Context: an optimization exercise on an open-source flow, tuned for small area, a short achievable clock period and few clock cycles. The choices shown serve that exercise and are no tape-out recipe. The RTL was checked by simulation tests, not by an equivalence proof against the original design.

==> flow/design.v (excerpt) <==
module muldiv_unit_mq #(
  parameter int XLEN       = 32,
  parameter int HART_ID_W  = 1,
  parameter int REG_ADDR_W = 5
) (
  input  logic                  clk,
  input  logic                  rst_n,
  input  logic                  muldiv_start,
  input  logic [2:0]            muldiv_op,
  input  logic [XLEN-1:0]       muldiv_a,
  input  logic [XLEN-1:0]       muldiv_b,
  input  logic [HART_ID_W-1:0]  muldiv_hart_id,
  input  logic [REG_ADDR_W-1:0] muldiv_rd,
  input  logic                  muldiv_kill,
  input  logic [HART_ID_W-1:0]  muldiv_kill_hart_id,
  output logic                  muldiv_busy,
  output logic                  muldiv_done,
  output logic [XLEN-1:0]       muldiv_result,
  output logic [HART_ID_W-1:0]  muldiv_done_hart_id,
  output logic [REG_ADDR_W-1:0] muldiv_done_rd
);
Size in the first run: ~5700 cells after synthesis, about 290 flip-flops, ~120 I/O pins, roughly 39000 um2 of cells after synthesis.
make LEC_CHECK=0 ABC_AREA=1 CAP_MARGIN=20 CORE_MARGIN=2 CORE_UTILIZATION=40 SETUP_SLACK_MARGIN=5 SLEW_MARGIN=20 finish   # period 10.0 ns
run.sh (not shown) runs the stock make flow with config.mk's settings and CLKGATE_MAP_FILE= SYNTH_SCRIPT=/design/flow/synth_recipe.tcl, a recipe that flattens the netlist after the stock synthesis.
The first run went through all stages and came out clean.
Testbench counts at the start, summed over its fixed seeds: cycles 5,066.
Rerun with:
--- a/flow/design.v
+++ b/flow/design.v
@@ -956,22 +956,29 @@
   assign sh      = {1'b0, zb_q} - {1'b0, za_q};
   assign early   = zero_q || sh[5];
   assign dn      = {1'b0, a_q[31:0]} << sh[4:0];
   assign ev      = !sh[0];
   assign is_norm = (st_q == ST_NORM);
   assign is_div  = (st_q == ST_DIV);
-  logic [33:0] d1, d2;
+  logic [33:0] d1, de, df;
   logic        q1, q0;
-  logic [32:0] r1, r2;
+  logic [32:0] r2;
   logic [31:0] qn;
   assign d1 = ksub33({1'b0, b_q}, a_q);
+  assign de = ksub33({1'b0, b_q}, is_norm ? dn : {1'b0, a_q[32:1]});
+  assign df = ksub33(d1[32:0], {1'b0, a_q[32:1]});
   assign q1 = d1[33] && is_div;
-  assign r1 = q1 ? d1[32:0] : {1'b0, b_q};
-  assign d2 = ksub33(r1, is_norm ? dn : {1'b0, a_q[32:1]});
-  assign q0 = d2[33];
-  assign r2 = q0 ? d2[32:0] : r1;
+  assign q0 = q1 ? df[33] : de[33];
+  always_comb begin
+    case ({q1, q0})
+      2'b11:   r2 = df[32:0];
+      2'b10:   r2 = d1[32:0];
+      2'b01:   r2 = de[32:0];
+      default: r2 = {1'b0, b_q};
+    endcase
+  end
   assign qn = {s_q[29:0] & {30{is_div}}, q1, q0 && (is_div || ev)};
   logic        div_mode;
   logic [63:0] s_div;
   assign div_mode = (st_q == ST_NORM) || (st_q == ST_DIV);
   always_comb begin
     if (is_norm && early)
Effect:
- die area increases by about 4.4%
- global-route usage increases by 0.24 points
- cell area increases by 3.0%
- clock-buffer cell count increases by 3
- clock skew increases by 5.2 ps
Testbench counts after the change, summed over its fixed seeds: cycles 5,066.

---

Setup of 10-12:
Starting RTL as in the previous note.
==> flow/config.mk <==
export PLATFORM = sky130hd
export DESIGN_NAME = muldiv_unit_mq
export DESIGN_NICKNAME = muldiv_unit_mq
export VERILOG_FILES = /design/flow/design.v
export SDC_FILE = /design/flow/constraint.sdc
export NUM_CORES = 4
export LEC_CHECK = 0
export ABC_AREA = 1
export CAP_MARGIN = 20
export CORE_MARGIN = 2
export CORE_UTILIZATION = 40
export SETUP_SLACK_MARGIN = 5
export SLEW_MARGIN = 20
==> flow/constraint.sdc <==
create_clock -name core_clock -period 10.0 [get_ports {clk}]
set_input_delay 2.0000 -clock core_clock [delete_from_list [all_inputs] [get_ports {clk}]]
set_output_delay 2.0000 -clock core_clock [all_outputs]
set_load 0.01 [all_outputs]
standard.sh (not shown) runs the stock make flow with config.mk's settings and CLKGATE_MAP_FILE= SYNTH_SCRIPT=/design/flow/synth_recipe.tcl, a recipe that flattens the netlist after the stock synthesis.
==> flow/flow/run.sh <==
#!/bin/bash
set -euo pipefail
bash standard.sh SETUP_SLACK_MARGIN=5.4 "BUFFER_PORTS_ARGS=-buffer_cell sky130_fd_sc_hd__buf_2" finish > flow.log 2>&1
Testbench counts of 10-12, summed over its fixed seeds: cycles 5,066.
Here is what was changed in the inputs of 02-10 compared with 10-12.
--- a/flow/design.v
+++ b/flow/design.v
@@ -951,32 +951,39 @@
   endfunction
   logic [4:0] za_q, zb_q;
   logic [5:0]  sh;
   logic        early, ev, is_norm, is_div;
   logic [32:0] dn;
   assign sh      = {1'b0, zb_q} - {1'b0, za_q};
   assign early   = zero_q || sh[5];
   assign dn      = {1'b0, a_q[31:0]} << sh[4:0];
   assign ev      = !sh[0];
   assign is_norm = (st_q == ST_NORM);
   assign is_div  = (st_q == ST_DIV);
-  logic [33:0] d1, d2;
+  logic [33:0] d1, de, df;
   logic        q1, q0;
-  logic [32:0] r1, r2;
+  logic [32:0] r2;
   logic [31:0] qn;
   assign d1 = ksub33({1'b0, b_q}, a_q);
+  assign de = ksub33({1'b0, b_q}, is_norm ? dn : {1'b0, a_q[32:1]});
+  assign df = ksub33(d1[32:0], {1'b0, a_q[32:1]});
   assign q1 = d1[33] && is_div;
-  assign r1 = q1 ? d1[32:0] : {1'b0, b_q};
-  assign d2 = ksub33(r1, is_norm ? dn : {1'b0, a_q[32:1]});
-  assign q0 = d2[33];
-  assign r2 = q0 ? d2[32:0] : r1;
+  assign q0 = q1 ? df[33] : de[33];
+  always_comb begin
+    case ({q1, q0})
+      2'b11:   r2 = df[32:0];
+      2'b10:   r2 = d1[32:0];
+      2'b01:   r2 = de[32:0];
+      default: r2 = {1'b0, b_q};
+    endcase
+  end
   assign qn = {s_q[29:0] & {30{is_div}}, q1, q0 && (is_div || ev)};
   logic        div_mode;
   logic [63:0] s_div;
   assign div_mode = (st_q == ST_NORM) || (st_q == ST_DIV);
   always_comb begin
     if (is_norm && early)
       s_div = {32'd0, op_q[1] ? b_q                 
                               : (zero_q ? 32'hFFFF_FFFF : 32'd0)};
     else if (last && op_q[1])
       s_div = {32'd0, r2[31:0]};
     else
==> comparison <==
- Initial core utilization: higher on 02-10
- Per the comparison of 02-10 with 10-12, worst-case setup margin in the final layout higher, number of buffers created by CTS rose by 2.4%, cell area increased by 0.0019 mm^2 relative to the old numbers, time the worst path needs with I/O delays and setup decreased 0.20 ns.
- Summary: with 10-12 as the reference, cell count in 02-10 moved up by a few percent.
Testbench counts of 02-10, summed over its fixed seeds: cycles 5,066.

-- afterwards: timing with drivers on the ports --
The results above use ideal ports. As a check the final layouts listed here were re-extracted and re-timed, cells and wires unchanged.
Step 1 assumes that a clkbuf_16 drives the clock port and a buf_2 every other input.
Step 2 moves the port delays by t, midway between the first and last clock arrival at a register: inputs arrive t later, outputs are due t later. That takes back most of the time a late clock gives input paths.
Slacks: ideal / step 1 / step 2; pairs: ideal / step 1.
run | shift t [ns] | setup slack, ns | hold WS [ns] | pins driven straight from the clock port
the first run of note 1 | 0.679 | 4.792 / 4.792 / 4.425 | 0.321 / 0.321 / 0.321 | 1
the second run of note 1 | 0.694 | 4.977 / 4.977 / 4.416 | 0.325 / 0.325 / 0.325 | 1
10-12 | 0.712 | 4.926 / 4.926 / 4.787 | 0.326 / 0.326 / 0.326 | 1
02-10 | 0.679 | 5.125 / 5.052 / 4.802 | 0.314 / 0.314 / 0.314 | 1
After both steps every run listed still meets setup and hold. The setup slack of the second run of note 1, which loses most, moves by 0.000 ns with the drivers and by -0.561 ns with both steps.
